This is an optimization exercise on Yosys and OpenROAD, whose aim is small area and a short achievable clock period, not a production implementation. The RTL was checked by simulation tests, not by an equivalence proof against the original design. Power is estimated from default activity; no workload was simulated.

==> flow/design.v <==
package m_extension;
   typedef enum logic [2:0] {
      F3_MUL    = 3'b000,
      F3_MULH   = 3'b001,
      F3_MULHSU = 3'b010,
      F3_MULHU  = 3'b011
   } m_funct3;
   typedef enum logic [1:0] {
      IDLE = 2'b00,
      BUSY = 2'b01,
      RESP = 2'b10
   } mul_ctrl_state_t;
   localparam int MUL_LAT_DEFAULT = 5;
endpackage
module mul_step (
   input  logic [32:0] a_x,
   input  logic [3:0]  b_neg,
   input  logic [3:0]  b_one,
   input  logic [3:0]  b_two,
   input  logic [33:0] acc,
   input  logic [3:0]  cy,
   output logic [41:0] t,
   output logic [4:0]  co
);
   logic [33:0] row0;
   logic [33:0] row1;
   logic [33:0] row2;
   logic [33:0] row3;
   logic [41:0] x;
   logic [41:0] y;
   logic s1;
   logic c2;
   logic s3;
   logic c4;
   logic s5;
   logic c6;
   logic s7;
   logic c8;
   logic s9;
   logic c10;
   logic s11;
   logic c12;
   logic s13;
   logic c14;
   logic s15;
   logic c16;
   logic s17;
   logic c18;
   logic s19;
   logic c20;
   logic s21;
   logic c22;
   logic s23;
   logic c24;
   logic s25;
   logic c26;
   logic s27;
   logic c28;
   logic s29;
   logic c30;
   logic s31;
   logic c32;
   logic s33;
   logic c34;
   logic s35;
   logic c36;
   logic s37;
   logic c38;
   logic s39;
   logic c40;
   logic s41;
   logic c42;
   logic s43;
   logic c44;
   logic s45;
   logic c46;
   logic s47;
   logic c48;
   logic s49;
   logic c50;
   logic s51;
   logic c52;
   logic s53;
   logic c54;
   logic s55;
   logic c56;
   logic s57;
   logic c58;
   logic s59;
   logic c60;
   logic s61;
   logic c62;
   logic s63;
   logic c64;
   logic s65;
   logic c66;
   logic s67;
   logic c68;
   logic s69;
   logic c70;
   logic s71;
   logic c72;
   logic s73;
   logic c74;
   logic s75;
   logic c76;
   logic s77;
   logic c78;
   logic s79;
   logic c80;
   logic s81;
   logic c82;
   logic s83;
   logic c84;
   logic s85;
   logic c86;
   logic s87;
   logic c88;
   logic s89;
   logic c90;
   logic s91;
   logic c92;
   logic s93;
   logic c94;
   logic s95;
   logic c96;
   logic s97;
   logic c98;
   logic s99;
   logic c100;
   logic s101;
   logic c102;
   logic s103;
   logic c104;
   logic s105;
   logic c106;
   logic s107;
   logic c108;
   logic s109;
   logic c110;
   logic s111;
   logic c112;
   logic s113;
   logic c114;
   logic s115;
   logic c116;
   logic s117;
   logic c118;
   logic s119;
   logic c120;
   logic s121;
   logic c122;
   logic s123;
   logic c124;
   logic s125;
   logic c126;
   logic s127;
   logic c128;
   logic s129;
   logic c130;
   logic s131;
   logic c132;
   logic s133;
   logic c134;
   logic s135;
   logic c136;
   logic s137;
   logic c138;
   logic s139;
   logic c140;
   logic s141;
   logic c142;
   logic s143;
   logic c144;
   logic s145;
   logic c146;
   logic s147;
   logic c148;
   logic s149;
   logic c150;
   logic s151;
   logic c152;
   logic s153;
   logic c154;
   logic s155;
   logic c156;
   logic s157;
   logic c158;
   logic s159;
   logic c160;
   logic s161;
   logic c162;
   logic s163;
   logic c164;
   logic s165;
   logic c166;
   logic s167;
   logic c168;
   logic s169;
   logic c170;
   logic s171;
   logic c172;
   logic s173;
   logic c174;
   logic s175;
   logic c176;
   logic s177;
   logic c178;
   logic s179;
   logic c180;
   logic s181;
   logic c182;
   logic s183;
   logic c184;
   logic s185;
   logic c186;
   logic s187;
   logic c188;
   logic s189;
   logic c190;
   logic s191;
   logic c192;
   logic s193;
   logic c194;
   logic s195;
   logic c196;
   logic s197;
   logic c198;
   logic s199;
   logic c200;
   logic s201;
   logic c202;
   logic s203;
   logic c204;
   logic s205;
   logic c206;
   logic s207;
   logic c208;
   logic s209;
   logic c210;
   logic s211;
   logic c212;
   logic s213;
   logic c214;
   logic s215;
   logic c216;
   logic s217;
   logic c218;
   logic s219;
   logic c220;
   logic s221;
   logic c222;
   logic s223;
   logic c224;
   logic s225;
   logic c226;
   logic s227;
   logic c228;
   logic s229;
   logic c230;
   logic s231;
   logic c232;
   logic s233;
   logic c234;
   logic s235;
   logic c236;
   logic s237;
   logic c238;
   logic s239;
   logic c240;
   logic s241;
   logic c242;
   logic s243;
   logic c244;
   logic s245;
   logic c246;
   logic s247;
   logic c248;
   logic s249;
   logic c250;
   logic s251;
   logic c252;
   logic s253;
   logic c254;
   logic s255;
   logic c256;
   logic s257;
   logic c258;
   logic s259;
   logic c260;
   logic s261;
   logic c262;
   logic s263;
   logic c264;
   logic s265;
   logic c266;
   logic s267;
   logic c268;
   assign row0[0] = (b_one[0] & a_x[0]) ^ b_neg[0];
   assign row0[32:1] = ({32{b_one[0]}} & a_x[32:1] | {32{b_two[0]}} & a_x[31:0]) ^ {32{b_neg[0]}};
   assign row0[33] = ~(((b_one[0] | b_two[0]) & a_x[32]) ^ b_neg[0]);
   assign row1[0] = (b_one[1] & a_x[0]) ^ b_neg[1];
   assign row1[32:1] = ({32{b_one[1]}} & a_x[32:1] | {32{b_two[1]}} & a_x[31:0]) ^ {32{b_neg[1]}};
   assign row1[33] = ~(((b_one[1] | b_two[1]) & a_x[32]) ^ b_neg[1]);
   assign row2[0] = (b_one[2] & a_x[0]) ^ b_neg[2];
   assign row2[32:1] = ({32{b_one[2]}} & a_x[32:1] | {32{b_two[2]}} & a_x[31:0]) ^ {32{b_neg[2]}};
   assign row2[33] = ~(((b_one[2] | b_two[2]) & a_x[32]) ^ b_neg[2]);
   assign row3[0] = (b_one[3] & a_x[0]) ^ b_neg[3];
   assign row3[32:1] = ({32{b_one[3]}} & a_x[32:1] | {32{b_two[3]}} & a_x[31:0]) ^ {32{b_neg[3]}};
   assign row3[33] = ~(((b_one[3] | b_two[3]) & a_x[32]) ^ b_neg[3]);
   assign s1 = acc[4] ^ row0[4];
   assign c2 = acc[4] & row0[4];
   assign s3 = acc[5] ^ row0[5];
   assign c4 = acc[5] & row0[5];
   assign s5 = acc[6] ^ row0[6] ^ row1[4];
   assign c6 = (acc[6] & row0[6]) | (acc[6] & row1[4]) | (row0[6] & row1[4]);
   assign s7 = row2[2] ^ row3[0];
   assign c8 = row2[2] & row3[0];
   assign s9 = acc[7] ^ row0[7] ^ row1[5];
   assign c10 = (acc[7] & row0[7]) | (acc[7] & row1[5]) | (row0[7] & row1[5]);
   assign s11 = row2[3] ^ row3[1];
   assign c12 = row2[3] & row3[1];
   assign s13 = acc[8] ^ cy[1] ^ row0[8];
   assign c14 = (acc[8] & cy[1]) | (acc[8] & row0[8]) | (cy[1] & row0[8]);
   assign s15 = row1[6] ^ row2[4] ^ row3[2];
   assign c16 = (row1[6] & row2[4]) | (row1[6] & row3[2]) | (row2[4] & row3[2]);
   assign s17 = acc[9] ^ row0[9] ^ row1[7];
   assign c18 = (acc[9] & row0[9]) | (acc[9] & row1[7]) | (row0[9] & row1[7]);
   assign s19 = row2[5] ^ row3[3];
   assign c20 = row2[5] & row3[3];
   assign s21 = acc[10] ^ row0[10] ^ row1[8];
   assign c22 = (acc[10] & row0[10]) | (acc[10] & row1[8]) | (row0[10] & row1[8]);
   assign s23 = row2[6] ^ row3[4];
   assign c24 = row2[6] & row3[4];
   assign s25 = acc[11] ^ row0[11] ^ row1[9];
   assign c26 = (acc[11] & row0[11]) | (acc[11] & row1[9]) | (row0[11] & row1[9]);
   assign s27 = row2[7] ^ row3[5];
   assign c28 = row2[7] & row3[5];
   assign s29 = acc[12] ^ row0[12] ^ row1[10];
   assign c30 = (acc[12] & row0[12]) | (acc[12] & row1[10]) | (row0[12] & row1[10]);
   assign s31 = row2[8] ^ row3[6];
   assign c32 = row2[8] & row3[6];
   assign s33 = acc[13] ^ row0[13] ^ row1[11];
   assign c34 = (acc[13] & row0[13]) | (acc[13] & row1[11]) | (row0[13] & row1[11]);
   assign s35 = row2[9] ^ row3[7];
   assign c36 = row2[9] & row3[7];
   assign s37 = acc[14] ^ row0[14] ^ row1[12];
   assign c38 = (acc[14] & row0[14]) | (acc[14] & row1[12]) | (row0[14] & row1[12]);
   assign s39 = row2[10] ^ row3[8];
   assign c40 = row2[10] & row3[8];
   assign s41 = acc[15] ^ row0[15] ^ row1[13];
   assign c42 = (acc[15] & row0[15]) | (acc[15] & row1[13]) | (row0[15] & row1[13]);
   assign s43 = row2[11] ^ row3[9];
   assign c44 = row2[11] & row3[9];
   assign s45 = acc[16] ^ cy[2] ^ row0[16];
   assign c46 = (acc[16] & cy[2]) | (acc[16] & row0[16]) | (cy[2] & row0[16]);
   assign s47 = row1[14] ^ row2[12] ^ row3[10];
   assign c48 = (row1[14] & row2[12]) | (row1[14] & row3[10]) | (row2[12] & row3[10]);
   assign s49 = acc[17] ^ row0[17] ^ row1[15];
   assign c50 = (acc[17] & row0[17]) | (acc[17] & row1[15]) | (row0[17] & row1[15]);
   assign s51 = row2[13] ^ row3[11];
   assign c52 = row2[13] & row3[11];
   assign s53 = acc[18] ^ row0[18] ^ row1[16];
   assign c54 = (acc[18] & row0[18]) | (acc[18] & row1[16]) | (row0[18] & row1[16]);
   assign s55 = row2[14] ^ row3[12];
   assign c56 = row2[14] & row3[12];
   assign s57 = acc[19] ^ row0[19] ^ row1[17];
   assign c58 = (acc[19] & row0[19]) | (acc[19] & row1[17]) | (row0[19] & row1[17]);
   assign s59 = row2[15] ^ row3[13];
   assign c60 = row2[15] & row3[13];
   assign s61 = acc[20] ^ row0[20] ^ row1[18];
   assign c62 = (acc[20] & row0[20]) | (acc[20] & row1[18]) | (row0[20] & row1[18]);
   assign s63 = row2[16] ^ row3[14];
   assign c64 = row2[16] & row3[14];
   assign s65 = acc[21] ^ row0[21] ^ row1[19];
   assign c66 = (acc[21] & row0[21]) | (acc[21] & row1[19]) | (row0[21] & row1[19]);
   assign s67 = row2[17] ^ row3[15];
   assign c68 = row2[17] & row3[15];
   assign s69 = acc[22] ^ row0[22] ^ row1[20];
   assign c70 = (acc[22] & row0[22]) | (acc[22] & row1[20]) | (row0[22] & row1[20]);
   assign s71 = row2[18] ^ row3[16];
   assign c72 = row2[18] & row3[16];
   assign s73 = acc[23] ^ row0[23] ^ row1[21];
   assign c74 = (acc[23] & row0[23]) | (acc[23] & row1[21]) | (row0[23] & row1[21]);
   assign s75 = row2[19] ^ row3[17];
   assign c76 = row2[19] & row3[17];
   assign s77 = acc[24] ^ cy[3] ^ row0[24];
   assign c78 = (acc[24] & cy[3]) | (acc[24] & row0[24]) | (cy[3] & row0[24]);
   assign s79 = row1[22] ^ row2[20] ^ row3[18];
   assign c80 = (row1[22] & row2[20]) | (row1[22] & row3[18]) | (row2[20] & row3[18]);
   assign s81 = acc[25] ^ row0[25] ^ row1[23];
   assign c82 = (acc[25] & row0[25]) | (acc[25] & row1[23]) | (row0[25] & row1[23]);
   assign s83 = row2[21] ^ row3[19];
   assign c84 = row2[21] & row3[19];
   assign s85 = acc[26] ^ row0[26] ^ row1[24];
   assign c86 = (acc[26] & row0[26]) | (acc[26] & row1[24]) | (row0[26] & row1[24]);
   assign s87 = row2[22] ^ row3[20];
   assign c88 = row2[22] & row3[20];
   assign s89 = acc[27] ^ row0[27] ^ row1[25];
   assign c90 = (acc[27] & row0[27]) | (acc[27] & row1[25]) | (row0[27] & row1[25]);
   assign s91 = row2[23] ^ row3[21];
   assign c92 = row2[23] & row3[21];
   assign s93 = acc[28] ^ row0[28] ^ row1[26];
   assign c94 = (acc[28] & row0[28]) | (acc[28] & row1[26]) | (row0[28] & row1[26]);
   assign s95 = row2[24] ^ row3[22];
   assign c96 = row2[24] & row3[22];
   assign s97 = acc[29] ^ row0[29] ^ row1[27];
   assign c98 = (acc[29] & row0[29]) | (acc[29] & row1[27]) | (row0[29] & row1[27]);
   assign s99 = row2[25] ^ row3[23];
   assign c100 = row2[25] & row3[23];
   assign s101 = acc[30] ^ row0[30] ^ row1[28];
   assign c102 = (acc[30] & row0[30]) | (acc[30] & row1[28]) | (row0[30] & row1[28]);
   assign s103 = row2[26] ^ row3[24];
   assign c104 = row2[26] & row3[24];
   assign s105 = acc[31] ^ row0[31] ^ row1[29];
   assign c106 = (acc[31] & row0[31]) | (acc[31] & row1[29]) | (row0[31] & row1[29]);
   assign s107 = row2[27] ^ row3[25];
   assign c108 = row2[27] & row3[25];
   assign s109 = acc[32] ^ row0[32] ^ row1[30];
   assign c110 = (acc[32] & row0[32]) | (acc[32] & row1[30]) | (row0[32] & row1[30]);
   assign s111 = row2[28] ^ row3[26];
   assign c112 = row2[28] & row3[26];
   assign s113 = ~acc[33] ^ row0[33] ^ row1[31];
   assign c114 = (~acc[33] & row0[33]) | (~acc[33] & row1[31]) | (row0[33] & row1[31]);
   assign s115 = row2[29] ^ row3[27];
   assign c116 = row2[29] & row3[27];
   assign s117 = row1[32] ^ row2[30] ^ row3[28];
   assign c118 = (row1[32] & row2[30]) | (row1[32] & row3[28]) | (row2[30] & row3[28]);
   assign s119 = acc[0] ^ cy[0];
   assign c120 = acc[0] & cy[0];
   assign s121 = acc[2] ^ row0[2];
   assign c122 = acc[2] & row0[2];
   assign s123 = acc[3] ^ row0[3];
   assign c124 = acc[3] & row0[3];
   assign s125 = s1 ^ row1[2] ^ row2[0];
   assign c126 = (s1 & row1[2]) | (s1 & row2[0]) | (row1[2] & row2[0]);
   assign s127 = s3 ^ row1[3] ^ row2[1];
   assign c128 = (s3 & row1[3]) | (s3 & row2[1]) | (row1[3] & row2[1]);
   assign s129 = s5 ^ s7 ^ b_neg[3];
   assign c130 = (s5 & s7) | (s5 & b_neg[3]) | (s7 & b_neg[3]);
   assign s131 = s9 ^ s11 ^ c6;
   assign c132 = (s9 & s11) | (s9 & c6) | (s11 & c6);
   assign s133 = s13 ^ s15 ^ c10;
   assign c134 = (s13 & s15) | (s13 & c10) | (s15 & c10);
   assign s135 = s17 ^ s19 ^ c14;
   assign c136 = (s17 & s19) | (s17 & c14) | (s19 & c14);
   assign s137 = s21 ^ s23 ^ c18;
   assign c138 = (s21 & s23) | (s21 & c18) | (s23 & c18);
   assign s139 = s25 ^ s27 ^ c22;
   assign c140 = (s25 & s27) | (s25 & c22) | (s27 & c22);
   assign s141 = s29 ^ s31 ^ c26;
   assign c142 = (s29 & s31) | (s29 & c26) | (s31 & c26);
   assign s143 = s33 ^ s35 ^ c30;
   assign c144 = (s33 & s35) | (s33 & c30) | (s35 & c30);
   assign s145 = s37 ^ s39 ^ c34;
   assign c146 = (s37 & s39) | (s37 & c34) | (s39 & c34);
   assign s147 = s41 ^ s43 ^ c38;
   assign c148 = (s41 & s43) | (s41 & c38) | (s43 & c38);
   assign s149 = s45 ^ s47 ^ c42;
   assign c150 = (s45 & s47) | (s45 & c42) | (s47 & c42);
   assign s151 = s49 ^ s51 ^ c46;
   assign c152 = (s49 & s51) | (s49 & c46) | (s51 & c46);
   assign s153 = s53 ^ s55 ^ c50;
   assign c154 = (s53 & s55) | (s53 & c50) | (s55 & c50);
   assign s155 = s57 ^ s59 ^ c54;
   assign c156 = (s57 & s59) | (s57 & c54) | (s59 & c54);
   assign s157 = s61 ^ s63 ^ c58;
   assign c158 = (s61 & s63) | (s61 & c58) | (s63 & c58);
   assign s159 = s65 ^ s67 ^ c62;
   assign c160 = (s65 & s67) | (s65 & c62) | (s67 & c62);
   assign s161 = s69 ^ s71 ^ c66;
   assign c162 = (s69 & s71) | (s69 & c66) | (s71 & c66);
   assign s163 = s73 ^ s75 ^ c70;
   assign c164 = (s73 & s75) | (s73 & c70) | (s75 & c70);
   assign s165 = s77 ^ s79 ^ c74;
   assign c166 = (s77 & s79) | (s77 & c74) | (s79 & c74);
   assign s167 = s81 ^ s83 ^ c78;
   assign c168 = (s81 & s83) | (s81 & c78) | (s83 & c78);
   assign s169 = s85 ^ s87 ^ c82;
   assign c170 = (s85 & s87) | (s85 & c82) | (s87 & c82);
   assign s171 = s89 ^ s91 ^ c86;
   assign c172 = (s89 & s91) | (s89 & c86) | (s91 & c86);
   assign s173 = s93 ^ s95 ^ c90;
   assign c174 = (s93 & s95) | (s93 & c90) | (s95 & c90);
   assign s175 = s97 ^ s99 ^ c94;
   assign c176 = (s97 & s99) | (s97 & c94) | (s99 & c94);
   assign s177 = s101 ^ s103 ^ c98;
   assign c178 = (s101 & s103) | (s101 & c98) | (s103 & c98);
   assign s179 = s105 ^ s107 ^ c102;
   assign c180 = (s105 & s107) | (s105 & c102) | (s107 & c102);
   assign s181 = s109 ^ s111 ^ c106;
   assign c182 = (s109 & s111) | (s109 & c106) | (s111 & c106);
   assign s183 = s113 ^ s115 ^ c110;
   assign c184 = (s113 & s115) | (s113 & c110) | (s115 & c110);
   assign s185 = s117 ^ 1'b1 ^ c114;
   assign c186 = (s117 & 1'b1) | (s117 & c114) | (1'b1 & c114);
   assign s187 = row1[33] ^ row2[31] ^ row3[29];
   assign c188 = (row1[33] & row2[31]) | (row1[33] & row3[29]) | (row2[31] & row3[29]);
   assign s189 = row2[32] ^ row3[30];
   assign c190 = row2[32] & row3[30];
   assign s191 = s119 ^ row0[0];
   assign c192 = s119 & row0[0];
   assign s193 = acc[1] ^ row0[1] ^ c120;
   assign c194 = (acc[1] & row0[1]) | (acc[1] & c120) | (row0[1] & c120);
   assign s195 = s121 ^ row1[0] ^ b_neg[1];
   assign c196 = (s121 & row1[0]) | (s121 & b_neg[1]) | (row1[0] & b_neg[1]);
   assign s197 = s123 ^ row1[1] ^ c122;
   assign c198 = (s123 & row1[1]) | (s123 & c122) | (row1[1] & c122);
   assign s199 = s125 ^ b_neg[2] ^ c124;
   assign c200 = (s125 & b_neg[2]) | (s125 & c124) | (b_neg[2] & c124);
   assign s201 = s127 ^ c2 ^ c126;
   assign c202 = (s127 & c2) | (s127 & c126) | (c2 & c126);
   assign s203 = s129 ^ c4 ^ c128;
   assign c204 = (s129 & c4) | (s129 & c128) | (c4 & c128);
   assign s205 = s131 ^ c8 ^ c130;
   assign c206 = (s131 & c8) | (s131 & c130) | (c8 & c130);
   assign s207 = s133 ^ c12 ^ c132;
   assign c208 = (s133 & c12) | (s133 & c132) | (c12 & c132);
   assign s209 = s135 ^ c16 ^ c134;
   assign c210 = (s135 & c16) | (s135 & c134) | (c16 & c134);
   assign s211 = s137 ^ c20 ^ c136;
   assign c212 = (s137 & c20) | (s137 & c136) | (c20 & c136);
   assign s213 = s139 ^ c24 ^ c138;
   assign c214 = (s139 & c24) | (s139 & c138) | (c24 & c138);
   assign s215 = s141 ^ c28 ^ c140;
   assign c216 = (s141 & c28) | (s141 & c140) | (c28 & c140);
   assign s217 = s143 ^ c32 ^ c142;
   assign c218 = (s143 & c32) | (s143 & c142) | (c32 & c142);
   assign s219 = s145 ^ c36 ^ c144;
   assign c220 = (s145 & c36) | (s145 & c144) | (c36 & c144);
   assign s221 = s147 ^ c40 ^ c146;
   assign c222 = (s147 & c40) | (s147 & c146) | (c40 & c146);
   assign s223 = s149 ^ c44 ^ c148;
   assign c224 = (s149 & c44) | (s149 & c148) | (c44 & c148);
   assign s225 = s151 ^ c48 ^ c150;
   assign c226 = (s151 & c48) | (s151 & c150) | (c48 & c150);
   assign s227 = s153 ^ c52 ^ c152;
   assign c228 = (s153 & c52) | (s153 & c152) | (c52 & c152);
   assign s229 = s155 ^ c56 ^ c154;
   assign c230 = (s155 & c56) | (s155 & c154) | (c56 & c154);
   assign s231 = s157 ^ c60 ^ c156;
   assign c232 = (s157 & c60) | (s157 & c156) | (c60 & c156);
   assign s233 = s159 ^ c64 ^ c158;
   assign c234 = (s159 & c64) | (s159 & c158) | (c64 & c158);
   assign s235 = s161 ^ c68 ^ c160;
   assign c236 = (s161 & c68) | (s161 & c160) | (c68 & c160);
   assign s237 = s163 ^ c72 ^ c162;
   assign c238 = (s163 & c72) | (s163 & c162) | (c72 & c162);
   assign s239 = s165 ^ c76 ^ c164;
   assign c240 = (s165 & c76) | (s165 & c164) | (c76 & c164);
   assign s241 = s167 ^ c80 ^ c166;
   assign c242 = (s167 & c80) | (s167 & c166) | (c80 & c166);
   assign s243 = s169 ^ c84 ^ c168;
   assign c244 = (s169 & c84) | (s169 & c168) | (c84 & c168);
   assign s245 = s171 ^ c88 ^ c170;
   assign c246 = (s171 & c88) | (s171 & c170) | (c88 & c170);
   assign s247 = s173 ^ c92 ^ c172;
   assign c248 = (s173 & c92) | (s173 & c172) | (c92 & c172);
   assign s249 = s175 ^ c96 ^ c174;
   assign c250 = (s175 & c96) | (s175 & c174) | (c96 & c174);
   assign s251 = s177 ^ c100 ^ c176;
   assign c252 = (s177 & c100) | (s177 & c176) | (c100 & c176);
   assign s253 = s179 ^ c104 ^ c178;
   assign c254 = (s179 & c104) | (s179 & c178) | (c104 & c178);
   assign s255 = s181 ^ c108 ^ c180;
   assign c256 = (s181 & c108) | (s181 & c180) | (c108 & c180);
   assign s257 = s183 ^ c112 ^ c182;
   assign c258 = (s183 & c112) | (s183 & c182) | (c112 & c182);
   assign s259 = s185 ^ c116 ^ c184;
   assign c260 = (s185 & c116) | (s185 & c184) | (c116 & c184);
   assign s261 = s187 ^ c118 ^ c186;
   assign c262 = (s187 & c118) | (s187 & c186) | (c118 & c186);
   assign s263 = s189 ^ 1'b1 ^ c188;
   assign c264 = (s189 & 1'b1) | (s189 & c188) | (1'b1 & c188);
   assign s265 = row2[33] ^ row3[31] ^ c190;
   assign c266 = (row2[33] & row3[31]) | (row2[33] & c190) | (row3[31] & c190);
   assign s267 = row3[32] ^ 1'b1;
   assign c268 = row3[32] & 1'b1;
   assign x = {1'b1, 1'b1, row3[33], s267, s265, s263, s261, s259, s257, s255, s253, s251, s249, s247, s245, s243, s241, s239, s237, s235, s233, s231, s229, s227, s225, s223, s221, s219, s217, s215, s213, s211, s209, s207, s205, s203, s201, s199, s197, s195, s193, s191};
   assign y = {1'b0, 1'b0, c268, c266, c264, c262, c260, c258, c256, c254, c252, c250, c248, c246, c244, c242, c240, c238, c236, c234, c232, c230, c228, c226, c224, c222, c220, c218, c216, c214, c212, c210, c208, c206, c204, c202, c200, c198, c196, c194, c192, b_neg[0]};
   assign {co[0], t[7:0]} = {1'b0, x[7:0]} + {1'b0, y[7:0]};
   assign {co[1], t[15:8]} = {1'b0, x[15:8]} + {1'b0, y[15:8]};
   assign {co[2], t[23:16]} = {1'b0, x[23:16]} + {1'b0, y[23:16]};
   assign {co[3], t[31:24]} = {1'b0, x[31:24]} + {1'b0, y[31:24]};
   assign {co[4], t[41:32]} = {1'b0, x[41:32]} + {1'b0, y[41:32]};
endmodule
import m_extension::*;
module mul_issue_ctrl
#(
   parameter int MUL_LAT = m_extension::MUL_LAT_DEFAULT
) (
   input  logic        clk,
   input  logic        rst,
   input  logic        req_valid,
   output logic        req_ready,
   input  logic [31:0] req_rs1,
   input  logic [31:0] req_rs2,
   input  m_extension::m_funct3     req_funct3,
   input  logic        flush,
   output logic        resp_valid,
   output logic [31:0] resp_data,
   input  logic        resp_ready,
   output logic [15:0] hit_count
);
   logic        idle_r;
   logic        resp_r;
   logic [4:0]  step_r;
   logic        busy;
   logic [31:0] op_a_r;
   logic        op_as_r;       
   logic [31:0] op_b_r;
   logic        op_bs_r;       
   logic [2:0]  op_f_r;
   logic [33:0] acc_r;
   logic [3:0]  cy_r;          
   logic [31:0] lo_r;
   logic [31:0] last_rs1_r;
   logic [31:0] last_rs2_r;
   logic [2:0]  last_f_r;
   logic [31:0] last_result_r;
   logic [2:0]  last_cy_r;     
   logic        last_valid_r;
   logic [15:0] hit_count_r;
   logic        req_ready_s;
   logic        accept_s;
   logic        match_s;
   logic        hit_s;
   logic        miss_s;
   logic        complete_s;
   assign busy = |step_r;
   always_comb begin
      req_ready_s = ~flush & (idle_r | (resp_r & resp_ready));
      accept_s    = req_valid & req_ready_s;
      match_s     = last_valid_r & (req_rs1 == last_rs1_r) & (req_rs2 == last_rs2_r) &
                    (req_funct3 == last_f_r);
      hit_s       = accept_s & match_s;
      miss_s      = accept_s & ~match_s;
      complete_s  = ~flush & step_r[4];
   end
   always_ff @(posedge clk) begin
      if (rst || flush) begin
         idle_r <= 1'b1;
         resp_r <= 1'b0;
         step_r <= 5'd0;
      end else begin
         idle_r <= ~accept_s & (idle_r | (resp_r & resp_ready));
         resp_r <= hit_s | step_r[4] | (resp_r & ~resp_ready);
         step_r <= {step_r[3:0], miss_s};
      end
   end
   function automatic logic [11:0] booth_enc(input logic [8:0] b);
      logic [3:0] neg;
      logic [3:0] one;
      logic [3:0] two;
      for (int i = 0; i < 4; i++) begin
         neg[i] = b[2*i+2];
         one[i] = b[2*i+1] ^ b[2*i];
         two[i] = (b[2*i+2] & ~b[2*i+1] & ~b[2*i]) | (~b[2*i+2] & b[2*i+1] & b[2*i]);
      end
      booth_enc = {two, one, neg};
   endfunction
   logic [32:0]        a_x;
   logic [3:0]         b_neg;
   logic [3:0]         b_one;
   logic [3:0]         b_two;
   logic [11:0]        booth_r;
   logic [11:0]        booth_next;
   logic [7:0]         chunk_next;
   logic [41:0]        t_s;
   logic [4:0]         co_s;
   logic [31:0]        result_s;
   logic [2:0]         result_cy_s;
   assign a_x        = {op_as_r, op_a_r};
   assign chunk_next = step_r[3] ? {8{op_bs_r}} : op_b_r[15:8];
   assign booth_next = busy ? booth_enc({chunk_next, op_b_r[7]}) : booth_enc({req_rs2[7:0], 1'b0});
   assign {b_two, b_one, b_neg} = booth_r;
   always_ff @(posedge clk) begin
      booth_r <= booth_next;
   end
   mul_step u_step (
      .a_x   (a_x),
      .b_neg (b_neg),
      .b_one (b_one),
      .b_two (b_two),
      .acc   (acc_r),
      .cy    (cy_r),
      .t     (t_s),
      .co    (co_s)
   );
   assign result_s    = (op_f_r == F3_MUL) ? lo_r : t_s[31:0];
   assign result_cy_s = (op_f_r == F3_MUL) ? 3'd0 : co_s[2:0];
   always_ff @(posedge clk) begin
      if (!busy) begin
         op_a_r  <= req_rs1;
         op_as_r <= ((req_funct3 == F3_MULH) || (req_funct3 == F3_MULHSU)) & req_rs1[31];
         op_b_r  <= req_rs2;
         op_bs_r <= (req_funct3 == F3_MULH) & req_rs2[31];
         op_f_r  <= req_funct3;
         acc_r   <= 34'd0;
         cy_r    <= 4'd0;
      end else begin
         op_b_r  <= {op_b_r[7:0], op_b_r[31:8]};
         acc_r   <= t_s[41:8];
         cy_r    <= co_s[3:0];
      end
   end
   always_ff @(posedge clk) begin
      lo_r <= {t_s[7:0], lo_r[31:8]};
   end
   always_ff @(posedge clk) begin
      if (complete_s) begin
         last_rs1_r    <= op_a_r;
         last_rs2_r    <= op_b_r;
         last_f_r      <= op_f_r;
         last_result_r <= result_s;
         last_cy_r     <= result_cy_s;
      end
   end
   always_ff @(posedge clk) begin
      if (rst) begin
         last_valid_r <= 1'b0;
         hit_count_r  <= 16'd0;
      end else begin
         if (complete_s) begin
            last_valid_r <= 1'b1;
         end
         if (hit_s && (hit_count_r != 16'hFFFF)) begin
            hit_count_r <= hit_count_r + 16'd1;
         end
      end
   end
   assign req_ready  = req_ready_s;
   assign resp_valid = resp_r;
   assign resp_data  = last_result_r + {last_cy_r[2], 7'd0, last_cy_r[1], 7'd0, last_cy_r[0], 8'd0};
   assign hit_count  = hit_count_r;
endmodule
==> flow/run.sh <==
#!/bin/bash
# synth_recipe.tcl (not shown) runs the flow's synth.tcl, then flattens the netlist and writes it again
# the make line also repeats each setting of config.mk as NAME=value (left out here)
make -C /OpenROAD-flow-scripts/flow DESIGN_CONFIG=/design/flow/config.mk WORK_HOME=/design/flow/orfs CLKGATE_MAP_FILE= SYNTH_SCRIPT=/design/flow/synth_recipe.tcl finish
==> flow/config.mk <==
export PLATFORM = sky130hd
export DESIGN_NAME = mul_issue_ctrl
export DESIGN_NICKNAME = mul_issue_ctrl
export VERILOG_FILES = /design/flow/design.v
export SDC_FILE = /design/flow/constraint.sdc
export NUM_CORES = 4
export LEC_CHECK = 0
export CAP_MARGIN = 20
export CORE_MARGIN = 2
export CORE_UTILIZATION = 40
export CTS_BUF_LIST = sky130_fd_sc_hd__clkbuf_4 sky130_fd_sc_hd__clkbuf_8
export SETUP_SLACK_MARGIN = 5.0
export SLEW_MARGIN = 20
==> flow/constraint.sdc <==
create_clock -name core_clock -period 10.0 [get_ports {clk}]
set_input_delay 2.0000 -clock core_clock [delete_from_list [all_inputs] [get_ports {clk}]]
set_output_delay 2.0000 -clock core_clock [all_outputs]
set_load 0.01 [all_outputs]
==> results of run 1 <==
-- through the flow --
step	power, uW	util (%)
final	6930	47.2
after global routing	7560	47.2
after CTS	6970	47.0
after detailed placement	5710	44.2
after global placement	5640	44.2
after floorplan	4550	-
-- power breakdown --
group,internal (uW),switching [uW]
registers,1520,101
logic,1750,2340
clock network,719,497
-- cell type report --
type | instances | share of cell area, %
timing repair buffer | 141 | 7.11
tap | 539 | 3.41
sequential | 277 | 35.1
inverter | 115 | 2.18
clock buffer | 71 | 4.37
clock inverter | 21 | 1.40
multi-input combinational | 1035 | 46.5
-- cells in the mapped netlist (all sizes together), types with 16 or more instances --
library cell | number | share of area, %
o21ai | 49 | 1.4
nand2 | 51 | 1.1
inv | 115 | 2.5
dfxtp | 138 | 16
mux2 | 47 | 3.1
fa | 103 | 12
xnor2 | 183 | 9.4
a22oi | 128 | 5.7
ha | 79 | 5.8
nor2b | 34 | 1.3
nand4 | 22 | 0.81
nor2 | 74 | 1.6
edfxtp | 139 | 25
clkbuf | 96 | 2.3
nor3 | 24 | 0.71
xor2 | 65 | 3.4
buf | 16 | 0.54
nand2b | 26 | 0.96
-- worst max-delay path, cell delays in order --
cell and delay (ns):
clkdlybuf4s50_1 0.42, a21oi_1 0.19, nor2_1 0.06, dlygate4sd2_1 0.29
-- routing by layer --
layer / vias to the layer above / global-route usage (%) / wire length, um
met5: - / 0 / 0
met4: 0 / 6.26 / 1110
met3: 65 / 4.31 / 2540
met2: 343 / 31.6 / 19600
met1: 5722 / 26.3 / 19200
li1: 5476 / - / -
-- how the worst max path moves through the flow --
stage	from	to	slack, ns	cells past startpoint
after floorplan	booth_r[0]$_DFF_P_	last_result_r[23]$_DFFE_PP_	5.45	16
after global placement	req_funct3[1]	hit_count_r[13]$_SDFFE_PP0P_	4.53	8
after detailed placement	req_funct3[1]	hit_count_r[13]$_SDFFE_PP0P_	4.49	8
after CTS	last_cy_r[0]$_SDFFCE_PP0P_	resp_data[28]	4.91	9
after global routing	booth_r[5]$_DFF_P_	last_result_r[14]$_DFFE_PP_	5.00	19
final	resp_ready	req_ready	5.04	4
-- kinds of logic after synthesis --
| kind of cell | share of synthesized area (%) |
|---|---|
| AND/OR/NAND/NOR | 9.67 |
| flip-flops | 40.9 |
| XOR/XNOR | 12.8 |
| AO/OA/AOI/OAI | 9.86 |
| buffers and inverters | 5.39 |
| adder cells (fa/ha/maj) | 18.0 |
| multiplexers | 3.47 |
-- state kept, by name, summed over array words and instances (netlist names), 3 cells and up --
signal         count
last_rs2_r        32
booth_r           12
lo_r              32
last_cy_r          3
op_a_r            32
acc_r             34
op_f_r             3
cy_r               4
last_rs1_r        32
op_b_r            32
last_f_r           3
step_r             5
last_result_r     32
hit_count_r       16
-- what timing repair did --
action                     4_1_cts  5_1_grt
resized for setup                9       21
gates cloned                     0        0
setup buffers                    2        1
pin swaps                        1        1
setup endpoints to repair       10       17
==> notes.md, run 1 <==
* Post-Synthesis Cells at 1539
* Fmax at 202 MHz
* Commonest cells after routing, fill and taps aside: xnor2_1 (183), edfxtp_1 (139), dfxtp_1 (135)
* DRT antenna net count at 0
* Largest net degree at the start of global routing at 71
* Final hold violations at 0
* Final #Nets at 1873
* Vias in the first global route at between 10000 and 15000
* Req. time, crit path at approximately 8 ns
* DRT Pass-1 Iters at 5
* Sequential area share after synthesis at 40.9%
* Max Cap Viol at 0
* WHS Endpoint: lo_r[4]$_DFF_P_
* Post-synth EDFFs at between 100 and 150
* Fin. max-slew vios at 0
* Layout fillers at approximately 3900
* Wire length per cell at 19.3 um
* RePlAce Congestion at just over 0.8
* Setup crit end kind: output pin
* Worst setup margin at 5.04 ns
* Die Width at 210 um
* Port buffer count at 121
* Min-delay worst type: reg2reg
* Total Wirelength at 42400 um
* Synth unique cells at 56
* Crit path arrival time at around 3.0 ns
* Diode count at 0
* Yosys warns at 1
* Antenna violations before repair at 0
* Area delta synth->final at 16.6%
* Period utilization at approximately half
* Worst setup SP type: input pin
* Reg-to-reg slack, setup at roughly 5.3 ns
* Maximum vdd drop at 0.230 mV
* Final Cell Area at 19800 um^2
* Initial Util at 40.5%
* Total CTS buffers at 49
* Worst skew pair latency at 0.63 ns
* Hold path start: lo_r[12]$_DFF_P_
* Hold buffer count at cts at 0
* Post-Layout Cell Count at 2199
* Synth Cell Area at around 17000 um^2
* Die area at 44100 um^2
* Post-route minimum period at 4.96 ns
* Vias at 11600
* Slew @ Worst Pin at 1.01 ns
* PD cells at 350 nW/um^2
* Syn_nets at 1793
* Crit Path Class: in2out
* Clk buf depth at 3
* Critical Path Fanout Max at 3
* Share of layout cells above drive strength 1 at a little over a tenth
* First-pass GRT wire length at 66900 um
* Core ar. at approximately 42000 um^2
* Hold path depth at 0
* Worst hold margin at 0.350 ns
* DRC at 0
* Slew headroom at 32.5%
* Worst Skew at approximately 0.025 ns
* Register bit total from synthesis at 277
* # IOs at 122
* Initial DRC count at 772
* Pre-CTS setup slack at between 4 and 5 ns
* Multi-input gate area at ~9200 um^2
* Tot GR Track Use at about a fifth
* Total congestion overflow at 0
* Die extent in y at 210 um
* Outcome: complete, no violations
* Lkg Pwr at 0.00766 uW
* DP Area at 18500 um^2
* CTS Sinks at between 200 and 300
* DR vias/cell at ~5.3
* CTS clk-pin slew, worst paths at approximately 0.06 ns
* R2R Path Start: booth_r[4]$_DFF_P_
* Area occupied by registers at around 6900 um^2
* Synthesized area per cell at 11.0 um^2
* Setup TNS Final at 0 ns
* H-tree Lvls at 2
* CTS tree: built
* Most used DFF post-synth: edfxtp_1
* RSZ-0062 raised after global routing: false
* Post-DP HPWL at about 31000 um
* Most common cell after layout, fill and taps aside: xnor2_1
* Row count at 75
* R2R cell count at 16
* Dpl cells at 2104
* R2R Path End: last_result_r[31]$_DFFE_PP_
* Ys async rst share at 0%
* Final Setup Violations at 0
* CTS root buffer: clkbuf_8
==> run 2: changes to the inputs <==
--- a/flow/config.mk
+++ b/flow/config.mk
@@ -8,6 +8,7 @@
 export CAP_MARGIN = 20
 export CORE_MARGIN = 2
 export CORE_UTILIZATION = 40
-export CTS_BUF_LIST = sky130_fd_sc_hd__clkbuf_4 sky130_fd_sc_hd__clkbuf_8
+export CTS_CLUSTER_DIAMETER = 150
+export CTS_CLUSTER_SIZE = 30
 export SETUP_SLACK_MARGIN = 5.0
 export SLEW_MARGIN = 20
==> notes.md, run 2 <==
* Hold path start: lo_r[23]$_DFF_P_
* Min-delay worst type: reg2reg
* Final hold violations at 0 (unchanged)
* Share of layout cells above drive strength 1 at 6.60% (-4.1 points)
* Top reg by flops: acc_r
* PD cells at 333 nW/um^2 (-4.7%)
* Post-DP HPWL at 30600 um (unchanged)
* # IOs at 122 (unchanged)
* Slew @ Worst Pin at 0.999 ns (-0.0101 ns)
* Synth top area share at 24.6% (unchanged)
* Post-Synthesis Cells at 1539 (unchanged)
* DR vias/cell at 5.34 (+1.1%)
* Final Setup Violations at 0 (unchanged)
* Syn_nets at 1793 (unchanged)
* Setup TNS Final at 0 ns (unchanged)
* Worst Skew at 0.0348 ns (+0.0103 ns)
* CTS Sinks at 277 (unchanged)
* RSZ-0062 raised after global routing: false
* Layout fillers at 3932 (+1.3%)
* Vias at 11400 (-2.1%)
* CTS root buffer: clkbuf_16
* Crit path arrival time at 2.96 ns (about the same)
* Commonest cells post-synth: xnor2_1 (183), edfxtp_1 (139), dfxtp_1 (138), a22oi_1 (128), inv_1 (114)
* Area occupied by registers at 6940 um^2 (unchanged)
* First-pass GRT wire length at 65200 um (-2.5%)
* Ys async rst share at 0% (unchanged)
* Core ar. at 41900 um^2 (unchanged)
* DRT Pass-1 Iters at 5 (unchanged)
* Commonest cells after routing, fill and taps aside: xnor2_1 (183), edfxtp_1 (139), dfxtp_1 (135)
* Hold buffer count at cts at 0 (unchanged)
* Pre-CTS setup slack at 4.49 ns (unchanged)
* Port buffer count at 121 (unchanged)
* Die extent in y at 210 um (unchanged)
* Total CTS buffers at 13 (-73%)
* Total Wirelength at 41500 um (-2.2%)
* Register bit total from synthesis at 277 (unchanged)
* Post-route minimum period at 4.96 ns (+0.00309 ns)
* Worst skew pair latency at 0.53 ns (-0.10 ns)
* Area contributors post-synth: edfxtp_1 (25%), dfxtp_1 (16%), fa_1 (12%)
* Sequential area share after synthesis at 40.9% (unchanged)
* Multi-input gate area at 9200 um^2 (unchanged)
* H-tree Lvls at 1 (-1)
* R2R Path Start: booth_r[4]$_DFF_P_
* Lkg Pwr at 0.00720 uW (-6.0%)
* Delay-heaviest family, CP: buffers and inverters
* Yosys warns at 1 (unchanged)
* DRC at 0 (unchanged)
* Initial DRC count at 853 (+10%)
* Clk buf depth at 3 (unchanged)
* Maximum vdd drop at 0.217 mV (-5.6%)
* CTS clk-pin slew, worst paths at 0.12 ns (+0.06 ns)
* Synth unique cells at 56 (unchanged)
* Critical path cell sequence: clkdlybuf4s50_1 -> a21oi_1 -> nor2_1 -> dlygate4sd2_1
* Vias in the first global route at 11600 (-3.3%)
* Worst hold margin at 0.355 ns (+0.00495 ns)
* Most common cell after layout, fill and taps aside: xnor2_1
* Critical Path Fanout Max at 3 (unchanged)
* Synthesized area per cell at 11.0 um^2 (unchanged)
* Worst setup margin at 5.04 ns (-0.00309 ns)
* DRT antenna net count at 0 (unchanged)
* Largest net degree at the start of global routing at 71 (unchanged)
* Max FFs per register at 34 (unchanged)
* Cell taking the most area after synthesis: edfxtp_1
* Post-synth EDFFs at 139 (unchanged)
* Final #Nets at 1837 (-1.9%)
* Tot GR Track Use at 18.9% (-0.64 points)
* Row count at 75 (unchanged)
* Slew headroom at 33.2% (+0.68 points)
* CP startpoint: resp_ready
* Initial Util at 40.5% (unchanged)
* RePlAce Congestion at 0.817 (unchanged)
* Worst setup SP type: input pin
* Fmax at 201 MHz (about the same)
* Setup crit end kind: output pin
* Max Cap Viol at 0 (unchanged)
* Total congestion overflow at 0 (unchanged)
* Outcome: complete, no violations
* Antenna violations before repair at 1 (+1)
* Die area at 44100 um^2 (unchanged)
* Core Util, Final at 45.4% (-1.8 points)
* CTS tree: built
* Period utilization at 49.6% (about the same)
* CP max stage cell: clkdlybuf4s50_1
* WP buf/inv at 2 (unchanged)
* Wire length per cell at 19.5 um (+0.93%)
* Critical path's largest stage delay at 0.42 ns (about the same)
* Count leader, synth: xnor2_1
* Synth Cell Area at 17000 um^2 (unchanged)
* Req. time, crit path at 8.00 ns (about the same)
* Die Width at 210 um (unchanged)
* Area delta synth->final at 12.1%
* Crit Path Class: in2out
* Fin. max-slew vios at 0 (unchanged)
* Most used DFF post-synth: edfxtp_1
* Reg-to-reg slack, setup at 5.26 ns (-0.03 ns)
## run 2: cell counts after synthesis
No cell type changed its count.
## run 2: where the power goes
part	switching, uW	internal (uW)
Clock	368	255
Sequential	100	1520
Combinational	2350	1750
Total	2820	3530
## run 2: through the flow
step | cell area (um^2) | total power (uW) | cells
CTS | 18900 | 6370 | 2126
finish | 19000 | 6340 | 2130
detailed placement | 18500 | 5710 | 2104
global route | 19000 | 6950 | 2129
floorplan | 17000 | 4550 | 1539
global placement | 18500 | 5640 | 2104
## run 2: path summary, 6_finish.rpt
| check | endpoint | cells past startpoint |
|---|---|---|
| setup / recovery | req_ready | 4 |
| hold / removal | lo_r[15]$_DFF_P_ | 0 |
| setup reg to reg | last_result_r[31]$_DFFE_PP_ | 16 |
| hold reg to reg | lo_r[15]$_DFF_P_ | 0 |
## run 2: routing by layer
metal | routed length, um | track usage [%] | vias to the layer above
met1 | 19100 | 26.3 | 5637
met3 | 2050 | 2.70 | 50
li1 | - | - | 5379
met4 | 895 | 4.57 | 0
met2 | 19400 | 31.4 | 302
met5 | 0 | 0 | -
## run 2: cell families after synthesis
| kind of cell | count (synthesis) | share of synthesized area, % |
|---|---|---|
| AOI/OAI and AO/OA | 242 | 9.86 |
| xor gates and xnor gates | 248 | 12.8 |
| adders and majority gates | 182 | 18.0 |
| buffers and inverters | 227 | 5.39 |
| DFF | 277 | 40.9 |
| muxes | 53 | 3.47 |
| and+or+nand+nor | 310 | 9.67 |
## run 2: cell type report
| cell class | count | share of cell area [%] |
|---|---|---|
| diodes | 1 | 0.0131 |
| clock buffers | 19 | 1.83 |
| clock inverters | 3 | 0.217 |
| inverters | 115 | 2.27 |
| multi-input cells | 1035 | 48.3 |
| flip-flops and latches | 277 | 36.5 |
| well taps | 539 | 3.54 |
| repair buffers | 141 | 7.34 |
## run 2: timing repair
| action | 4_1_cts | 5_1_grt |
|---|---|---|
| hold endpoints to repair | 0 | 0 |
| resized for setup | 6 | 18 |
| pin swaps | 0 | 2 |
| buffers inserted | 0 | 3 |
| setup endpoints to repair | 9 | 17 |
==> run 3: changes to the inputs <==
--- a/flow/config.mk
+++ b/flow/config.mk
@@ -8,7 +8,5 @@
 export CAP_MARGIN = 20
 export CORE_MARGIN = 2
 export CORE_UTILIZATION = 40
-export CTS_CLUSTER_DIAMETER = 150
-export CTS_CLUSTER_SIZE = 30
 export SETUP_SLACK_MARGIN = 5.0
 export SLEW_MARGIN = 20
==> notes.md, run 3 <==
* Outcome: complete, no violations
* Synthesized area per cell at 11.0 um^2 (unchanged)
* Met3 Track Usage GR at 3.52% (+0.82 points)
* CTS tree: built
* RSZ-0062 raised after global routing: false
* CTS clk-pin slew, worst paths at 0.06 ns (-0.06 ns)
* DRT antenna net count at 0 (unchanged)
* CTS Sinks at 277 (unchanged)
* Most common cell after layout, fill and taps aside: xnor2_1
* R2R Path Start: booth_r[6]$_DFF_P_
* Sequential area share after synthesis at 40.9% (unchanged)
* Lkg Pwr at 0.00759 uW (+5.5%)
* Sequential share of power at 23.2% (-2.3 points)
* DRC at 0 (unchanged)
* Worst setup SP type: input pin
* Maximum vdd drop at 0.219 mV (+0.95%)
* Hold path start: lo_r[12]$_DFF_P_
* First-pass GRT wire length at 66400 um (+1.8%)
* Initial DRC count at 828 (-2.9%)
* Post-route minimum period at 4.96 ns (-0.000980 ns)
* Post-Synthesis Cells at 1539 (unchanged)
* Req. time, crit path at 8.00 ns (about the same)
* Cell taking the most area after synthesis: edfxtp_1
* Die area at 44100 um^2 (unchanged)
* Slew @ Worst Pin at 1.02 ns (+0.0221 ns)
* Count leader, synth: xnor2_1
* Total power at 7010 uW (+10%)
* # IOs at 122 (unchanged)
* Largest net degree at the start of global routing at 71 (unchanged)
* Area contributors post-synth: edfxtp_1 (25%), dfxtp_1 (16%), fa_1 (12%)
* Antenna violations before repair at 0 (-1)
* Tot GR Track Use at 19.5% (+0.54 points)
* PD cells at 354 nW/um^2 (+6.1%)
* Clock power share at 18.4% (+8.6 points)
* Met1 Track Usage GR at 26.5% (+0.18 points)
* Vias at 11500 (+1.5%)
* Total Wirelength at 42200 um (+1.7%)
* DR vias/cell at 5.32 (-0.26%)
* Synth top area share at 24.6% (unchanged)
* Power share of the combinational group at 58.5% (-6.2 points)
* Int Pwr at 4060 uW (+15%)
* Post-synth EDFFs at 139 (unchanged)
* CP startpoint: resp_ready
* CTS root buffer: clkbuf_16
* Post-DP HPWL at 30600 um (unchanged)
* Critical Path Fanout Max at 3 (unchanged)
* Die Width at 210 um (unchanged)
* Crit path arrival time at 2.96 ns (about the same)
* Psw at 2950 uW (+4.7%)
* Synth unique cells at 56 (unchanged)
* Ys async rst share at 0% (unchanged)
* Fmax at 201 MHz (about the same)
* Wire length per cell at 19.4 um (about the same)
* Synth Cell Area at 17000 um^2 (unchanged)
* Vias in the first global route at 11900 (+2.2%)
* Total CTS buffers at 34 (+21)
* Worst Skew at 0.0174 ns (-0.0174 ns)
* Initial Util at 40.5% (unchanged)
* Commonest cells post-synth: xnor2_1 (183), edfxtp_1 (139), dfxtp_1 (138), a22oi_1 (128), inv_1 (114)
* Total congestion overflow at 0 (unchanged)
* Hold buffer count at cts at 0 (unchanged)
* DRT Pass-1 Iters at 5 (unchanged)
* Die extent in y at 210 um (unchanged)
* Port buffer count at 121 (unchanged)
* Period utilization at 49.6% (about the same)
* Most used DFF post-synth: edfxtp_1
* Final #Nets at 1856 (+1.0%)
* Fin. max-slew vios at 0 (unchanged)
* Final Setup Violations at 0 (unchanged)
* Commonest cells after routing, fill and taps aside: xnor2_1 (183), edfxtp_1 (139), dfxtp_1 (135)
* Final hold violations at 0 (unchanged)
* Setup crit end kind: output pin
* Met2 Use GR at 31.6% (+0.26 points)
* Register bit total from synthesis at 277 (unchanged)
* Syn_nets at 1793 (unchanged)
* Max Cap Viol at 0 (unchanged)
* GRT busiest layer: met2
* Core ar. at 41900 um^2 (unchanged)
* Row count at 75 (unchanged)
* Max FFs per register at 34 (unchanged)
* RePlAce Congestion at 0.817 (unchanged)
* Setup TNS Final at 0 ns (unchanged)
* Worst hold margin at 0.348 ns (-0.00668 ns)
* Yosys warns at 1 (unchanged)
* Core Util, Final at 47.2% (+1.8 points)
* H-tree Lvls at 2 (+1)
* Switching Fraction at 42.1% (-2.3 points)
* Slew headroom at 31.7% (-1.5 points)
* Min-delay worst type: reg2reg
* Clk buf depth at 3 (unchanged)
* Worst skew pair latency at 0.55 ns (+0.02 ns)
* Area delta synth->final at 16.6%
* Share of layout cells above drive strength 1 at 8.78% (+2.2 points)
* Top reg by flops: acc_r
* Crit Path Class: in2out
## run 3: cells by family (layout without fill, tap and decap cells)
| kind of cell | count (synthesis) | after routing | synth area share [%] |
|---|---|---|---|
| and+or+nand+nor | 310 | 310 | 9.67 |
| DFF | 277 | 277 | 40.9 |
| AOI/OAI and AO/OA | 242 | 242 | 9.86 |
| other | 0 | 1 | 0 |
| adders and majority gates | 182 | 182 | 18.0 |
| buffers and inverters | 227 | 316 | 5.39 |
| xor gates and xnor gates | 248 | 248 | 12.8 |
| muxes | 53 | 53 | 3.47 |
## run 3: final timing paths
kind                                       to  slack, ns  depth (start not counted)
setup / recovery                    req_ready       5.04                          4
hold / removal                lo_r[4]$_DFF_P_       0.35                          0
setup reg to reg  last_result_r[15]$_DFFE_PP_       5.31                         17
hold reg to reg               lo_r[4]$_DFF_P_       0.35                          0
## run 3: metrics by stage
step | instance area, um^2 | cells | worst slack (ns)
after floorplan | 17000 | 1539 | 5.45
after global placement | 18500 | 2104 | 4.53
after detailed placement | 18500 | 2104 | 4.49
after CTS | 19700 | 2166 | 4.95
after global routing | 19800 | 2167 | 4.99
final | 19800 | 2168 | 5.04
## run 3: timing repair
action,in CTS,in global routing
gates resized for setup,6,18
setup endpoints to repair,8,13
setup buffers,0,1
pin swaps,1,2
## run 3: power groups by stage
stage	Clock, uW	Sequential (uW)	Combinational (uW)
after floorplan	0	1590	2960
after global placement	0	1650	3990
after detailed placement	0	1650	4060
after CTS	1310	1630	4110
after global routing	1350	1640	4630
final	1290	1620	4100
## run 3: layout make-up
type | count | area, um^2
fill | 3849 | 22100
multi-input combinational | 1035 | 9200
sequential | 277 | 6940
timing repair buffer | 139 | 1380
clock buffer | 43 | 946
tap | 539 | 674
inverter | 115 | 432
clock inverter | 19 | 231
antenna | 1 | 2.50
## run 3: routing by layer
layer / vias up / wire length, um
met2: 349 / 19400
li1: 5437 / -
met4: 0 / 1050
met3: 62 / 2440
met5: - / 0
met1: 5693 / 19200
## run 3: critical path, stage by stage
cell	delay, ns
clkdlybuf4s50_1	0.42
a21oi_1	0.19
nor2_1	0.06
dlygate4sd2_1	0.29
==> run 4: changes to the inputs <==
==> flow/flow/run.sh (new file) <==
#!/bin/bash
# Own flow: the standard layout (standard.sh: the standard synthesis, then
# ORFS floorplan, placement, CTS and routing) with plain buf_1 port buffers in
# place of clkdlybuf4s50_1 and a tighter setup repair target. Every tool's own
# log is under orfs/logs/; make's output goes to standard.log.
set -euo pipefail
bash standard.sh \
  "BUFFER_PORTS_ARGS=-buffer_cell sky130_fd_sc_hd__buf_1" \
  "SETUP_SLACK_MARGIN=5.4" \
  finish > standard.log 2>&1
==> flow/standard.sh (new file) <==
#!/bin/bash
# synth_recipe.tcl (not shown) runs the flow's synth.tcl, then flattens the netlist and writes it again
# the make line also repeats each setting of config.mk as NAME=value (left out here)
make -C /OpenROAD-flow-scripts/flow DESIGN_CONFIG=/design/flow/config.mk WORK_HOME=/design/flow/orfs CLKGATE_MAP_FILE= SYNTH_SCRIPT=/design/flow/synth_recipe.tcl "${@:-finish}"
--- a/flow/config.mk
+++ b/flow/config.mk
@@ -8,5 +8,5 @@
 export CAP_MARGIN = 20
 export CORE_MARGIN = 2
 export CORE_UTILIZATION = 40
-export SETUP_SLACK_MARGIN = 5.0
+export CTS_BUF_LIST = sky130_fd_sc_hd__clkbuf_4 sky130_fd_sc_hd__clkbuf_8
 export SLEW_MARGIN = 20
removed: flow/run.sh
==> notes.md, run 4 <==
* Register bit total from synthesis at 277 (unchanged)
* Crit path arrival time at 2.50 ns (-0.46 ns)
* Max FFs per register at 34 (unchanged)
* Switching Fraction at 43.4% (+1.2 points)
* Post-synth EDFFs at 139 (unchanged)
* Worst setup margin at 5.50 ns (+0.460 ns)
* Area contributors post-synth: edfxtp_1 (25%), dfxtp_1 (16%), fa_1 (12%)
* Worst skew pair latency at 0.61 ns (+0.06 ns)
* Post-route minimum period at 4.50 ns (-0.460 ns)
* Initial Util at 40.5% (unchanged)
* Cell taking the most area after synthesis: edfxtp_1
* PD cells at 359 nW/um^2 (+1.6%)
* Slew headroom at 36.1% (+4.4 points)
* Worst Skew at 0.0225 ns (+0.00509 ns)
* Final hold violations at 0 (unchanged)
* Area delta synth->final at 15.6%
* CTS root buffer: clkbuf_8
* Crit Path Class: reg2out
* Setup TNS Final at 0 ns (unchanged)
* DR vias/cell at 5.27 (-0.94%)
* # IOs at 122 (unchanged)
* Lkg Pwr at 0.00756 uW (-0.42%)
* DRT Pass-1 Iters at 5 (unchanged)
* Vias at 11900 (+2.8%)
* Min-delay worst type: reg2reg
* Synth unique cells at 56 (unchanged)
* Outcome: complete, no violations
* Clock power share at 14.8% (-3.6 points)
* Row count at 75 (unchanged)
* Diode count at 0 (-1)
* Top reg by flops: acc_r
* Hold buffer count at cts at 0 (unchanged)
* First-pass GRT wire length at 67200 um (+1.3%)
* CTS Sinks at 277 (unchanged)
* Core Util, Final at 46.8% (-0.41 points)
* Int Pwr at 4000 uW (-1.5%)
* Post-DP HPWL at 30700 um (+0.14%)
* DRT antenna net count at 0 (unchanged)
* Psw at 3060 uW (+3.7%)
* RePlAce Congestion at 0.918 (+12%)
* Maximum vdd drop at 0.217 mV (-0.93%)
* Fin. max-slew vios at 0 (unchanged)
* Syn_nets at 1793 (unchanged)
* Die Width at 210 um (unchanged)
* Largest net degree at the start of global routing at 64 (-9.9%)
* Most common cell after layout, fill and taps aside: xnor2_1
* Synthesized area per cell at 11.0 um^2 (unchanged)
* Fmax at 222 MHz (+10%)
* Setup crit end kind: output pin
* Final #Nets at 1927 (+3.8%)
* Tot GR Track Use at 19.6% (+0.17 points)
* Total Wirelength at 44100 um (+4.7%)
* RSZ-0062 raised after global routing: true
* Count leader, synth: xnor2_1
* Total congestion overflow at 0 (unchanged)
* Worst setup SP type: flop
* Synth Cell Area at 17000 um^2 (unchanged)
* Most used DFF post-synth: edfxtp_1
* Yosys warns at 1 (unchanged)
* Critical Path Fanout Max at 3 (unchanged)
* Sequential share of power at 23.0% (-0.2 points)
* Wire length per cell at 19.6 um (+0.90%)
* Commonest cells post-synth: xnor2_1 (183), edfxtp_1 (139), dfxtp_1 (138), a22oi_1 (128), inv_1 (114)
* Core ar. at 41900 um^2 (unchanged)
* Die extent in y at 210 um (unchanged)
* Power share of the combinational group at 62.2% (+3.7 points)
* Die area at 44100 um^2 (unchanged)
* Slew @ Worst Pin at 0.956 ns (-0.0651 ns)
* Pre-CTS setup slack at 4.82 ns (+0.329 ns)
* Period utilization at 45.0% (-4.6 points)
* Synth top area share at 24.6% (unchanged)
* Clk buf depth at 3 (unchanged)
* CTS tree: built
* Req. time, crit path at 8.00 ns (about the same)
* Vias in the first global route at 11800 (-0.35%)
* Reg-to-reg slack, setup at 5.54 ns (+0.23 ns)
* Initial DRC count at 892 (+7.7%)
* Share of layout cells above drive strength 1 at 15.1% (+6.3 points)
* Antenna violations before repair at 0 (unchanged)
* H-tree Lvls at 2 (unchanged)
* Sequential area share after synthesis at 40.9% (unchanged)
* CTS clk-pin slew, worst paths at 0.06 ns (about the same)
* Ys async rst share at 0% (unchanged)
* Final Setup Violations at 0 (unchanged)
* Total CTS buffers at 47 (+38%)
* Commonest cells after routing, fill and taps aside: xnor2_1 (178), edfxtp_1 (139), dfxtp_1 (131)
* DRC at 0 (unchanged)
* Post-Synthesis Cells at 1539 (unchanged)
* Max Cap Viol at 0 (unchanged)
* Port buffer count at 121 (unchanged)
run 4: changes by cell type in the layout (fill, tap and decap cells not counted), sizes merged:
cell,delta
clkinv,+5
dlygate4sd2,-2
bufinv,-4
inv,-4
clkbuf,+33
clkdlybuf4s50,-114
diode,-1
dlymetal6s2s,-5
buf,+173
clkinvlp,+1
run 4: cells by family after synthesis:
kind of cell               share of synthesized area, %
DFF                                                40.9
muxes                                              3.47
AOI/OAI and AO/OA                                  9.86
adders and majority gates                          18.0
buffers and inverters                              5.39
xor gates and xnor gates                           12.8
and+or+nand+nor                                    9.67
run 4: power by group through the flow:
stage / sequential [uW] / combinational, uW / clock (uW)
floorplan: 1590 / 2960 / 0
global placement: 1650 / 3980 / 0
detailed placement: 1650 / 4050 / 0
CTS: 1630 / 4170 / 1070
global route: 1640 / 4940 / 1120
finish: 1620 / 4390 / 1040
run 4: metal layers:
metal  global-route usage [%]  share of wire [%]  wire length (um)
met5                    0.667              0.097                43
met4                     6.53                2.4              1080
met3                     3.62                6.2              2740
met2                     31.0                 46             20300
met1                     27.3                 45             20000
run 4: critical path, stage by stage, from the launching register on:
cell and delay (ns):
edfxtp_1 0.48, ha_4 0.32, and3_4 0.20, a21oi_2 0.07, or2_4 0.24, o21ai_4 0.14
nand4_1 0.12, xnor2_1 0.18, buf_2 0.16
run 4: final timing paths:
path,startpoint,end,cells after the start
max,last_cy_r[1]$_SDFFCE_PP0P_,resp_data[28],8
min,lo_r[12]$_DFF_P_,lo_r[4]$_DFF_P_,0
max reg2reg,op_a_r[5]$_DFFE_PP_,last_result_r[15]$_DFFE_PP_,17
min reg2reg,lo_r[12]$_DFF_P_,lo_r[4]$_DFF_P_,0
run 4: through the flow:
step	total power [uW]	instances	cell area, um^2	hold WS, ns
6_report	7060	2250	19600	0.348
4_1_cts	6870	2196	18900	0.350
5_1_grt	7690	2250	19600	0.355
2_1_floorplan	4550	1539	17000	0.326
3_3_place_gp	5630	2105	17800	0.335
3_5_place_dp	5700	2105	17800	0.341
run 4: area by class of cell:
type	count	area (um^2)
Tap cell	539	674
Multi-Input combinational cell	1035	9350
Sequential cell	277	6950
Inverter	115	434
Fill cell	3875	22300
Timing Repair Buffer	197	1240
Clock buffer	70	876
Clock inverter	17	100
run 4: repair_timing:
action | in CTS | in global routing
pin swaps | 3 | 11
setup buffers | 4 | 50
setup endpoints to repair | 20 | 30
gates resized for setup | 27 | 60
gates cloned | 0 | 4
==> run 5: changes to the inputs <==
==> flow/flow/run.sh (replaced) <==
#!/bin/bash
# Own flow: the standard layout (standard.sh: the standard synthesis, then
# ORFS floorplan, placement, CTS and routing) with plain buf_1 port buffers in
# place of clkdlybuf4s50_1, larger clock-sink clusters without dummy loads,
# and a tighter setup repair target. Every tool's own log is under orfs/logs/;
# make's output goes to standard.log.
set -euo pipefail
bash standard.sh \
  "BUFFER_PORTS_ARGS=-buffer_cell sky130_fd_sc_hd__buf_1" \
  "CTS_ARGS=-sink_clustering_enable -repair_clock_nets -sink_clustering_size 20 -sink_clustering_max_diameter 100 -dont_use_dummy_load" \
  "SETUP_SLACK_MARGIN=5.7" \
  finish > standard.log 2>&1
--- a/flow/config.mk
+++ b/flow/config.mk
@@ -8,5 +8,4 @@
 export CAP_MARGIN = 20
 export CORE_MARGIN = 2
 export CORE_UTILIZATION = 40
-export CTS_BUF_LIST = sky130_fd_sc_hd__clkbuf_4 sky130_fd_sc_hd__clkbuf_8
 export SLEW_MARGIN = 20
==> notes.md, run 5 <==
* Reg-to-reg slack, setup at 5.57 ns (+0.03 ns)
* Tot GR Track Use at 20.9% (+1.3 points)
* Post-Synthesis Cells at 1539 (unchanged)
* Cell taking the most area after synthesis: edfxtp_1
* Row count at 75 (unchanged)
* CTS Sinks at 277 (unchanged)
* Max Cap Viol at 0 (unchanged)
* Syn_nets at 1793 (unchanged)
* Crit Path Class: reg2out
* Clock power share at 9.0% (-5.8 points)
* Critical Path Fanout Max at 4 (+1)
* Synth unique cells at 56 (unchanged)
* Worst setup SP type: flop
* Commonest cells after routing, fill and taps aside: xnor2_1 (173), edfxtp_1 (139), dfxtp_1 (127)
* Worst skew pair latency at 0.55 ns (-0.06 ns)
* RePlAce Congestion at 0.915 (-0.34%)
* Area contributors post-synth: edfxtp_1 (25%), dfxtp_1 (16%), fa_1 (12%)
* Commonest cells post-synth: xnor2_1 (183), edfxtp_1 (139), dfxtp_1 (138), a22oi_1 (128), inv_1 (114)
* Initial DRC count at 863 (-3.3%)
* Die extent in y at 210 um (unchanged)
* Synth top area share at 24.6% (unchanged)
* Worst Skew at 0.0923 ns (+0.0698 ns)
* Core ar. at 41900 um^2 (unchanged)
* DRT antenna net count at 0 (unchanged)
* CP startpoint: last_cy_r[1]$_SDFFCE_PP0P_
* Hold path depth at 0 (unchanged)
* Min-delay worst type: reg2reg
* First-pass GRT wire length at 71200 um (+5.9%)
* R2R cell count at 16 (-1)
* Ys async rst share at 0% (unchanged)
* Synthesized area per cell at 11.0 um^2 (unchanged)
* Initial Util at 40.5% (unchanged)
* Largest net degree at the start of global routing at 99 (+55%)
* Post-route minimum period at 4.43 ns (-0.0700 ns)
* Outcome: complete, no violations
* DRC at 0 (unchanged)
* Sequential area share after synthesis at 40.9% (unchanged)
* Maximum vdd drop at 0.288 mV (+32%)
* RSZ-0062 raised after global routing: true
* CTS tree: built
* Area delta synth->final at 18.3%
* Total CTS buffers at 18 (-62%)
* Slew headroom at 36.5% (+0.44 points)
* Die Width at 210 um (unchanged)
* Fmax at 226 MHz (+1.6%)
* R2R Path End: last_result_r[23]$_DFFE_PP_
* Setup crit end kind: output pin
* Share of layout cells above drive strength 1 at 19.8% (+4.7 points)
* Slew @ Worst Pin at 0.950 ns (-0.00659 ns)
* Max FFs per register at 34 (unchanged)
* Lkg Pwr at 0.00771 uW (+1.9%)
* Sequential share of power at 21.1% (-1.9 points)
* Final #Nets at 1952 (+1.3%)
* R2R Path Start: booth_r[4]$_DFF_P_
* Post-DP HPWL at 30600 um (-0.11%)
* Yosys warns at 1 (unchanged)
* Final Setup Violations at 0 (unchanged)
* Synth Cell Area at 17000 um^2 (unchanged)
* Period utilization at 44.3% (-0.70 points)
* Crit path arrival time at 2.43 ns (-0.07 ns)
* DRT Pass-1 Iters at 5 (unchanged)
* Final hold violations at 0 (unchanged)
* Vias in the first global route at 12500 (+5.4%)
* Post-synth EDFFs at 139 (unchanged)
* Setup TNS Final at 0 ns (unchanged)
* Most used DFF post-synth: edfxtp_1
* Core Util, Final at 47.9% (+1.1 points)
* Top reg by flops: acc_r
* Int Pwr at 4410 uW (+10%)
* Power share of the combinational group at 69.9% (+7.7 points)
* Psw at 3260 uW (+6.7%)
* Clk buf depth at 3 (unchanged)
* Antenna violations before repair at 0 (unchanged)
* Total Wirelength at 46700 um (+5.9%)
* Fin. max-slew vios at 0 (unchanged)
* Worst hold margin at 0.352 ns (+0.00485 ns)
* CTS clk-pin slew, worst paths at 0.09 ns (+0.03 ns)
* Switching Fraction at 42.5% (-0.82 points)
* # IOs at 122 (unchanged)
* DR vias/cell at 5.43 (+3.0%)
* PD cells at 382 nW/um^2 (+6.2%)
* Vias at 12100 (+2.3%)
* Die area at 44100 um^2 (unchanged)
* Total congestion overflow at 0 (unchanged)
* Register bit total from synthesis at 277 (unchanged)
* CTS root buffer: clkbuf_16
* Worst Setup EP: resp_data[31]
* Wire length per cell at 20.9 um (+6.5%)
* Count leader, synth: xnor2_1
* Port buffer count at 121 (unchanged)
* Req. time, crit path at 8.00 ns (about the same)
* Most common cell after layout, fill and taps aside: xnor2_1
* H-tree Lvls at 1 (-1)
==> run 5: cell count changes in the layout (fill, tap and decap cells not counted), sizes merged <==
cell	delta
clkbuf	-56
buf	+51
clkinv	-14
bufbuf	+7
clkinvlp	-2
diode	+1
inv	-1
==> run 5: through the flow <==
stage          cell area [um^2]  power [uW]  setup WS (ns)  instances
3_5_place_dp              17800        5720           4.84       2104
6_report                  20100        7670           5.57       2236
3_3_place_gp              17800        5630           4.88       2104
4_1_cts                   19500        7120           5.54       2208
5_1_grt                   20100        8310           5.40       2235
2_1_floorplan             17000        4550           5.71       1539
==> run 5: cell families (layout without fill, tap and decap cells) <==
logic type	after synthesis	after routing	share of synthesized area, %
AND/OR/NAND/NOR	310	310	9.67
flip-flops	277	277	40.9
XOR/XNOR	248	248	12.8
AO/OA/AOI/OAI	242	242	9.86
buffers and inverters	227	384	5.39
adder cells (fa/ha/maj)	182	182	18.0
multiplexers	53	53	3.47
other	0	1	0
==> run 5: worst min-delay path by stage <==
stage / endpoint / slack, ns / from
6_report: lo_r[7]$_DFF_P_ / 0.35 / lo_r[15]$_DFF_P_
5_1_grt: lo_r[7]$_DFF_P_ / 0.36 / lo_r[15]$_DFF_P_
4_1_cts: lo_r[2]$_DFF_P_ / 0.35 / lo_r[10]$_DFF_P_
3_5_place_dp: lo_r[2]$_DFF_P_ / 0.33 / lo_r[10]$_DFF_P_
3_3_place_gp: lo_r[13]$_DFF_P_ / 0.34 / lo_r[21]$_DFF_P_
2_1_floorplan: lo_r[0]$_DFF_P_ / 0.33 / lo_r[8]$_DFF_P_
==> run 5: area by class of cell <==
type	count	area [um^2]
flip-flops and latches	277	6960
inverters	115	434
well taps	539	674
clock buffers	18	450
fillers	3816	21900
diodes	1	2.50
multi-input cells	1035	9720
repair buffers	251	1850
==> run 5: power by group through the flow <==
stage	clock network [uW]	registers (uW)	logic, uW
after floorplan	0	1590	2960
after global placement	0	1650	3980
after detailed placement	0	1650	4070
after CTS	709	1620	4800
after global routing	738	1630	5940
final	689	1620	5370
==> run 5: per-layer routing <==
metal  track usage (%)  vias up  share of wire [%]
met4              8.56        0                4.1
met1              27.4     5986                 42
met3              4.34       74                7.5
met2              34.0      478                 46
li1                  -     5605                  -
met5                 0        -                  0
==> run 5: repair_timing <==
item / in CTS / in global routing
pin swaps: 44 / 61
cloned: 7 / 1
endpoints found under the setup margin: 61 / 49
buffers inserted: 79 / 26
hold buffers: 0 / 0
gates resized for setup: 117 / 85
==> run 5: critical path: stages, from the launching register on <==
cell,delay (ns)
edfxtp_1,0.49
ha_4,0.32
and3_4,0.21
a31oi_4,0.12
o31ai_2,0.22
buf_4,0.18
nand4_1,0.11
xnor2_1,0.17
buf_2,0.15

Setup slack of run 5, layout unchanged: 5.567 ns with ideal ports, 5.518 ns with driving cells assumed (clock clkbuf_16, inputs buf_2), 5.387 ns with port delays also shifted by the 0.553 ns mid clock arrival.
